Source: an optimization exercise on an open RTL-to-GDS flow (aim: small area, a short achievable clock period and few clock cycles per item). Production flows keep margins and buffers that such runs may drop. No functional check of the RTL was part of any run shown here. No activity file was given, so power comes from the tool's default toggle rates.

==> flow/design.v (outline; a module is shown in full before it is edited, if it fits) <==
// module element_decoder: 23 lines
// module minor_engine: 1525 lines
// module mdc_top: 106 lines
module mdc_top (
    input  wire logic           clk,
    input  wire logic           rst_n,
    input  wire logic           in_valid,
    input  wire mdc_pkg::code_t in_data,
    output logic                in_credit,
    output logic                out_valid,
    output mdc_pkg::det_t       out_data,
    input  wire logic           out_credit
);
  // ...
==> flow/flow/run.sh <==
#!/bin/bash
set -euo pipefail
export BUFFER_PORTS_ARGS="-buffer_cell sky130_fd_sc_hd__buf_2"
bash standard.sh > standard_make.log 2>&1
==> flow/standard.sh <==
#!/bin/bash
# synth_recipe.tcl (not shown) runs the flow's synth.tcl, then flattens the netlist and writes it again
# the make line also repeats each setting of config.mk as NAME=value (left out here)
make -C /OpenROAD-flow-scripts/flow DESIGN_CONFIG=/design/flow/config.mk WORK_HOME=/design/flow/orfs CLKGATE_MAP_FILE= SYNTH_SCRIPT=/design/flow/synth_recipe.tcl "${@:-finish}"
==> flow/config.mk <==
export PLATFORM = sky130hd
export DESIGN_NAME = mdc_top
export DESIGN_NICKNAME = mdc_top
export VERILOG_FILES = /design/flow/design.v
export SDC_FILE = /design/flow/constraint.sdc
export NUM_CORES = 4
export LEC_CHECK = 0
export CAP_MARGIN = 20
export CORE_MARGIN = 2
export CORE_UTILIZATION = 40
export CTS_BUF_LIST = sky130_fd_sc_hd__clkbuf_8
export SLEW_MARGIN = 20
==> flow/constraint.sdc <==
create_clock -name core_clock -period 9.0 [get_ports {clk}]
set_input_delay 1.8000 -clock core_clock [delete_from_list [all_inputs] [get_ports {clk}]]
set_output_delay 1.8000 -clock core_clock [all_outputs]
set_load 0.01 [all_outputs]
==> impl_metrics.json, run 1 <==
{
  "drv_cap": 0,
  "cts_sinks": 251,
  "multiInputGateArea_um2": 7220,
  "critPathKind": "reg2reg",
  "holdPathEnd": "eng_i.aone0",
  "power_frac_clock_pct": 16.8,
  "synth_compound_gate_area_share_pct": 8.48,
  "syn-num-nets": 1429,
  "fin_nets": 1465,
  "max_freq_ghz": 0.272,
  "swShare_pct": 39.1,
  "buf_share_pct": 1.82,
  "met3_usage_pct": 2.72,
  "path_cells": "a22oi_1, xor2_1, fa_1, inv_1, fa_1, inv_1, fa_1, inv_1, fa_1",
  "routed_via_density": 4.77,
  "drive_gt1_share_pct": 10.5,
  "layout.cells.non_filler": 1750,
  "cp-endpoint": "eng_i.cs17",
  "power_mw": 6.39,
  "slew_headroom_pct": 32.5,
  "clk_pin_slew_ns": 0.06,
  "clk-power_mw": 1.07,
  "n_sequential_cell": 251,
  "grt.total_usage_pct": 14.8,
  "fp.dieH_um": 194,
  "final_area_um2": 15900,
  "dr_wl_met3_um": 1110,
  "outcome": "complete, no violations",
  "rr_startpoint": "win[0][8]"
}
==> run 2: changes to the inputs <==
--- a/flow/config.mk
+++ b/flow/config.mk
@@ -9,4 +9,4 @@
 export CORE_MARGIN = 2
 export CORE_UTILIZATION = 40
 export CTS_BUF_LIST = sky130_fd_sc_hd__clkbuf_8
-export SLEW_MARGIN = 20
+export SLEW_MARGIN = 80
==> run 2 against run 1 <==
Still clean. Count of clock-buffer cells in the layout up 1. Final cell count rose by 4.0%. Sequential power is essentially flat. Largest cell class unchanged. Largest power group unchanged.
==> impl_metrics.json, run 2 <==
{
  "areaGrowthSynthToFinish_pct": 16.9,
  "slew_headroom_pct": 80.2,
  "power_frac_clock_pct": 16.2,
  "p_sw_mw": 2.57,
  "pin_count": 44,
  "path_cells": "buf_2, clkdlybuf4s18_2, buf_2, a22oi_1, xor2_1, fa_1, fa_1, fa_1, inv_1, fa_1",
  "post-route-min-period_ns": 3.48,
  "place_area_um2": 15700,
  "fin_skew_ns": 0.0224,
  "fillers": 3189,
  "firstDrtPassIters": 4,
  "grt.total_usage_pct": 15.0,
  "cts-htree-levels": 2,
  "final-hold-violation-count": 0,
  "wl_per_cell_um": 15.0,
  "drv_cap": 0,
  "vias": 8682,
  "routed_wl_um": 27300,
  "drive_gt1_share_pct": 18.8,
  "outcome": "complete, no violations",
  "drv_slew": 0,
  "grt_pass1_vias": 9206,
  "die_area_um2": 37500,
  "post_cts_resized": 0,
  "cts_setup_buffers": 0,
  "power_frac_comb_pct": 52.8,
  "synthArstFlopShare_pct": 12.4,
  "synthFlopType": "edfxtp_1",
  "grt_max_degree": 32,
  "worstPathArrival_ns": 3.90,
  "cts_sinks": 251,
  "initial_utilization_pct": 40.5,
  "hpwl_um": 20000,
  "p_int_mw": 3.97,
  "grt_antenna_before_repair": 0,
  "insertion_delay_ns": 0.56,
  "cts_buffers": 43,
  "ctsRootBufferMaster": "clkbuf_8",
  "io_buffers": 43,
  "mostFrequentLayoutCell": "inv_1",
  "synth_area_per_cell_um2": 11.8,
  "setup_tns_ns": 0,
  "routed_via_density": 4.77,
  "final_util_pct": 47.3,
  "fin_crit_sh_pct": 38.6,
  "reg_top3": "win x33, o_data x23, q_data x23",
  "diodes": 0,
  "final_area_um2": 16800,
  "fin_nets": 1534,
  "total_leakage_power_nw": 7.18,
  "synth_top_area_share_pct": 23.6,
  "ys_seq_area_share_pct": 43.9,
  "crit_top_cell": "fa_1",
  "hp-class": "reg2reg",
  "grt_pass1_wl_um": 46300,
  "cts_tree": "yes",
  "syn-num-nets": 1429,
  "endpoint_kind": "register",
  "max-vdd-ir-drop_uv": 189,
  "synthCells": 1220,
  "syn_area_um2": 14400,
  "critPathKind": "reg2reg",
  "fp.dieH_um": 194,
  "largest_reg_flops": 33,
  "num_rows": 69,
  "drtAntennaViolNets": 0,
  "grt-ovfl-total": 0,
  "synthTopCellsByArea": "edfxtp_1 24%, fa_1 15%, dfxtp_1 15%",
  "yosys.area.top_type": "edfxtp_1",
  "clk_pin_slew_ns": 0.07,
  "clock_path_buffers": 3,
  "post-route-drc-count": 0,
  "regMostFlops": "win",
  "power_density_nw_per_um2": 390,
  "p_seq_share_pct": 30.9,
  "worst_setup_path_start_kind": "register",
  "worstMarginPinSlew_ns": 0.296,
  "hold_buffers": 0,
  "synth_common_cells": "159 x xnor2_1, 158 x inv_1, 113 x edfxtp_1",
  "synth_edf_count": 113,
  "path_max_fanout": 5,
  "finalSetupViolations": 0,
  "gp_congestion": 0.786,
  "regToRegSetupSlack_ns": 5.52,
  "crit_slowest_cell": "fa_1",
  "max_freq_ghz": 0.288,
  "ys_seq_elements": 251,
  "final_cell_mix": "172 x inv_1, 143 x xnor2_1, 113 x edfxtp_1, 111 x fa_1, 100 x a22oi_1",
  "slowest_delay_ns": 0.51,
  "drtIter0Drc": 447,
  "crit_required_ns": 9.43,
  "coreArea_um2": 35500,
  "synth.distinct_cells": 50,
  "ys_warn_count": 5,
  "swShare_pct": 39.3,
  "rsz0062_at_grt": "false",
  "die_w_um": 194,
  "yosysMostFrequentCell": "xnor2_1"
}
## run 2: final timing paths
check                                   end  cells after the start          start
worst max-delay path             eng_i.cs25                     10      win[0][5]
worst min-delay path            eng_i.aone5                      0  eng_i.aone5_w
worst max register to register   eng_i.cs25                     10      win[0][5]
worst min register to register  eng_i.aone5                      0  eng_i.aone5_w
max in group asynchronous          spare[1]                      2          rst_n
min in group asynchronous           rpos[0]                      1          rst_n
## run 2: layer usage
| layer | wire length [µm] | part of all wire, % | track usage, % | vias to the layer above |
|---|---|---|---|---|
| met5 | 0 | 0 | 0 | - |
| met4 | 638 | 2.3 | 5.17 | 0 |
| met3 | 1050 | 3.8 | 2.49 | 45 |
| met2 | 12700 | 47 | 24.9 | 180 |
| met1 | 12900 | 47 | 20.0 | 4188 |
| li1 | - | - | - | 4269 |
## run 2: power by group through the flow
stage               registers, mW  logic [mW]  clock network [mW]
floorplan                    2.01        2.52                   0
global placement             2.08        3.22                   0
detailed placement           2.05        3.46                   0
CTS                          2.03        3.48                1.10
global route                 2.07        4.08                1.16
finish                       2.03        3.46                1.06
## run 2: area by class of cell
cell class,instances,area (µm²),share of cell area [%]
repair buffers,122,848,5.05
multi-input cells,746,7500,44.7
well taps,461,577,3.43
clock inverters,28,203,1.21
flip-flops and latches,251,6350,37.8
clock buffers,51,702,4.18
inverters,161,609,3.63
## run 2: kinds of logic after synthesis
group           count (synthesis)  share of synthesized area (%)
compound gates                176                           8.48
xor+xnor                      213                           13.0
fa+ha+maj                     190                           22.3
buf+inv                       223                           5.82
flops                         251                           43.9
mux                            21                           1.62
simple gates                  146                           4.85
## run 2: metrics by stage
| step | hold slack (ns) | instances | setup slack, ns | power [mW] |
|---|---|---|---|---|
| finish | 0.338 | 1820 | 5.52 | 6.55 |
| global route | 0.343 | 1820 | 5.39 | 7.31 |
| floorplan | 0.323 | 1220 | 5.64 | 4.53 |
| detailed placement | 0.326 | 1737 | 5.44 | 5.51 |
| global placement | 0.325 | 1672 | 5.40 | 5.29 |
| CTS | 0.339 | 1816 | 5.51 | 6.61 |
## run 2: critical path: cells and delay by family, from the launching register on
kind	cells	cell delay (ns)
flops	1	0.43
buf+inv	4	0.69
compound gates	1	0.20
xor+xnor	1	0.19
fa+ha+maj	4	1.83
==> run 3: changes to the inputs <==
--- a/flow/config.mk
+++ b/flow/config.mk
@@ -9,4 +9,4 @@
 export CORE_MARGIN = 2
 export CORE_UTILIZATION = 40
 export CTS_BUF_LIST = sky130_fd_sc_hd__clkbuf_8
-export SLEW_MARGIN = 80
+export SLEW_MARGIN = 60
==> run 3 against run 2 <==
Synthesized cell count is the same. Global-route usage shrank 0.17 points. Critical path depth did not move. Area after synthesis did not move. Still clean on timing, DRC and antenna. Die area is the same. Power is 3.1% lower. First-iteration DRC count is 9.6% lower. Clock power fell by 5%. Count of clock-buffer cells in the layout is 2 lower. Core utilization decreased by 2.2 points.
==> impl_metrics.json, run 3 <==
{
  "outcome": "complete, no violations",
  "swShare_pct": 39.4,
  "vias": 8439,
  "total_leakage_power_nw": 6.80,
  "grt_antenna_before_repair": 0,
  "synthArstFlopShare_pct": 12.4,
  "die_area_um2": 37500,
  "largest_reg_flops": 33,
  "crit_required_ns": 9.29,
  "rsz0062_at_grt": "false",
  "drv_slew": 0,
  "max_freq_ghz": 0.289,
  "fin_nets": 1479,
  "post-route-drc-count": 0,
  "num_rows": 69,
  "fin_hold_ws_ns": 0.340,
  "synth_top_area_share_pct": 23.6,
  "yosys.area.top_type": "edfxtp_1",
  "pin_count": 44,
  "worst_setup_path_start_kind": "register",
  "synthMuxAreaShare_pct": 1.62,
  "synthFlopType": "edfxtp_1",
  "cts-htree-levels": 2,
  "worstPathArrival_ns": 3.75,
  "final_util_pct": 45.1,
  "synthCells": 1220,
  "fp.dieH_um": 194,
  "multiInputGateArea_um2": 7230,
  "syn-num-nets": 1429,
  "drtAntennaViolNets": 0,
  "ys_seq_elements": 251,
  "grt_max_degree": 75,
  "yosysMostFrequentCell": "xnor2_1",
  "reg_top3": "win x33, o_data x23, q_data x23",
  "synth.distinct_cells": 50,
  "power_density_nw_per_um2": 396,
  "fillers": 3263,
  "regToRegSetupSlack_ns": 5.54,
  "worstMarginPinSlew_ns": 0.575,
  "clk_pin_slew_ns": 0.06,
  "grt-ovfl-total": 0,
  "cts_buffers": 44,
  "grt.total_usage_pct": 14.8,
  "ys_warn_count": 5,
  "worst_slack_ns": 5.54,
  "firstDrtPassIters": 5,
  "ys_seq_area_share_pct": 43.9,
  "routed_via_density": 4.78,
  "grt_pass1_vias": 9086,
  "dp_slack_ns": 5.33,
  "io_buffers": 43,
  "hp-class": "reg2reg",
  "clock_path_buffers": 3,
  "drive_gt1_share_pct": 12.0,
  "cts_sinks": 251,
  "drv_cap": 0,
  "synthTopCellsByArea": "edfxtp_1 24%, fa_1 15%, dfxtp_1 15%",
  "finalSetupViolations": 0,
  "max-vdd-ir-drop_uv": 199,
  "coreArea_um2": 35500,
  "synth_compound_gate_area_share_pct": 8.48,
  "seq_area_um2": 6320,
  "mostFrequentLayoutCell": "inv_1",
  "synth_area_per_cell_um2": 11.8,
  "synth_top_family_by_area": "adder cells",
  "wl_per_cell_um": 15.2,
  "regMostFlops": "win",
  "endpoint_kind": "register",
  "hpwl_um": 19000,
  "initial_utilization_pct": 40.5,
  "regToRegEndpoint": "o_data[17]",
  "fin_crit_sh_pct": 38.5,
  "critPathKind": "reg2reg",
  "power_mw": 6.34,
  "die_w_um": 194,
  "fin_skew_ns": 0.0214,
  "areaGrowthSynthToFinish_pct": 11.4,
  "synth_edf_count": 113,
  "cts_tree": "yes",
  "ctsRootBufferMaster": "clkbuf_8",
  "p_sw_mw": 2.50,
  "p_int_mw": 3.84,
  "post-route-min-period_ns": 3.46,
  "post_cts_resized": 0,
  "insertion_delay_ns": 0.55,
  "final-hold-violation-count": 0,
  "cts_setup_buffers": 0,
  "power_frac_comb_pct": 51.9,
  "hold_buffers": 0,
  "path_max_fanout": 6,
  "synth_common_cells": "159 x xnor2_1, 158 x inv_1, 113 x edfxtp_1",
  "power_frac_clock_pct": 16.0,
  "crit_start": "eng_i.cs1",
  "grt_pass1_wl_um": 46100,
  "drtIter0Drc": 404,
  "yosys.area_share.simple_pct": 4.85,
  "synthAdderAreaFrac_pct": 22.3,
  "slew_headroom_pct": 61.7,
  "reg2regPathDepth": 10,
  "setup_tns_ns": 0,
  "syn_area_um2": 14400,
  "cp-endpoint": "o_data[17]",
  "p_seq_share_pct": 32.1,
  "gp_congestion": 0.786,
  "routed_wl_um": 26800,
  "rr_startpoint": "eng_i.cs1",
  "final_cell_mix": "179 x inv_1, 159 x xnor2_1, 113 x edfxtp_1, 111 x fa_1, 101 x dfxtp_1",
  "synth-xor-area-share_pct": 13.0,
  "diodes": 0
}
## run 3: kinds of logic (layout without fill, tap and decap cells)
logic type	Yosys count	in the layout
AND/OR/NAND/NOR	146	146
XOR/XNOR	213	213
adder cells (fa/ha/maj)	190	190
multiplexers	21	21
buffers and inverters	223	307
flip-flops	251	251
AO/OA/AOI/OAI	176	176
## run 3: through the flow
stage / std cells / cell area (µm²)
finish: 1765 / 16000
global route: 1765 / 16000
floorplan: 1220 / 14400
CTS: 1764 / 16000
global placement: 1672 / 15000
detailed placement: 1684 / 15100
## run 3: how the worst min path moves through the flow
stage             startpoint          end  slack, ns  depth (start not counted)
3_3_place_gp   eng_i.aneg0_w  eng_i.aneg0       0.33                          0
4_1_cts        eng_i.aone2_w  eng_i.aone2       0.34                          0
6_report       eng_i.aone5_w  eng_i.aone5       0.34                          0
2_1_floorplan  eng_i.aneg0_w  eng_i.aneg0       0.32                          0
5_1_grt        eng_i.aneg2_w  eng_i.aneg2       0.35                          0
3_5_place_dp   eng_i.aneg1_w  eng_i.aneg1       0.33                          0
## run 3: worst max-delay path, cell delays in order (launching register included)
cell and delay (ns):
dfxtp_1 0.30, ha_1 0.21, fa_1 0.45, a21o_1 0.22
a31oi_1 0.26, a21oi_1 0.20, o21ai_1 0.38, o21ai_0 0.26
fa_1 0.48, xor2_1 0.17, mux2_2 0.27
## run 3: cell type report
type / instances / share of cell area, %
clock inverters: 31 / 1.19
inverters: 161 / 3.78
multi-input cells: 746 / 45.1
well taps: 461 / 3.60
repair buffers: 66 / 2.61
clock buffers: 49 / 4.21
flip-flops and latches: 251 / 39.5
## run 3: power by group through the flow
| stage | registers [mW] | logic, mW | clock network, mW |
|---|---|---|---|
| 6_report | 2.04 | 3.29 | 1.01 |
| 5_1_grt | 2.08 | 3.92 | 1.12 |
| 4_1_cts | 2.04 | 3.38 | 1.06 |
| 3_5_place_dp | 2.06 | 3.35 | 0 |
| 3_3_place_gp | 2.08 | 3.22 | 0 |
| 2_1_floorplan | 2.01 | 2.52 | 0 |
## run 3: per-layer routing
metal  track usage, %  vias to the layer above  routed length, µm
met4             5.06                        0                553
li1                 -                     4156                  -
met5                0                        -                  0
met1             19.8                     4034              12400
met2             24.6                      205              12500
met3             2.37                       44               1360

[static timing again, ports no longer ideal]
In the flow no input, the clock included, has a driving cell. The finished layouts below were timed again as built, in two steps.
Step 1 sets driving cells, clkbuf_16 on the clock port and buf_2 on the other inputs (assumed; they add their load-dependent delay and slew).
Step 2 moves the port delays by t, midway between the first and last clock arrival at a register: inputs arrive t later, outputs are due t later. That takes back most of the time a late clock gives input paths.
Slacks: ideal / step 1 / step 2; pairs: ideal / step 1.
run | t (ns) | slack for setup (ns) | hold slack, ns | pins driven straight from the clock port
run 1 | 0.594 | 5.320 / 5.320 / 5.320 | 0.335 / 0.335 / 0.335 | 1
run 2 | 0.595 | 5.523 / 5.523 / 5.405 | 0.338 / 0.338 / 0.338 | 1
run 3 | 0.585 | 5.539 / 5.539 / 5.308 | 0.340 / 0.340 / 0.340 | 1
After both steps every run listed still meets setup and hold. The setup slack of run 3, which loses most, moves by 0.000 ns with the drivers and by -0.231 ns with both steps.
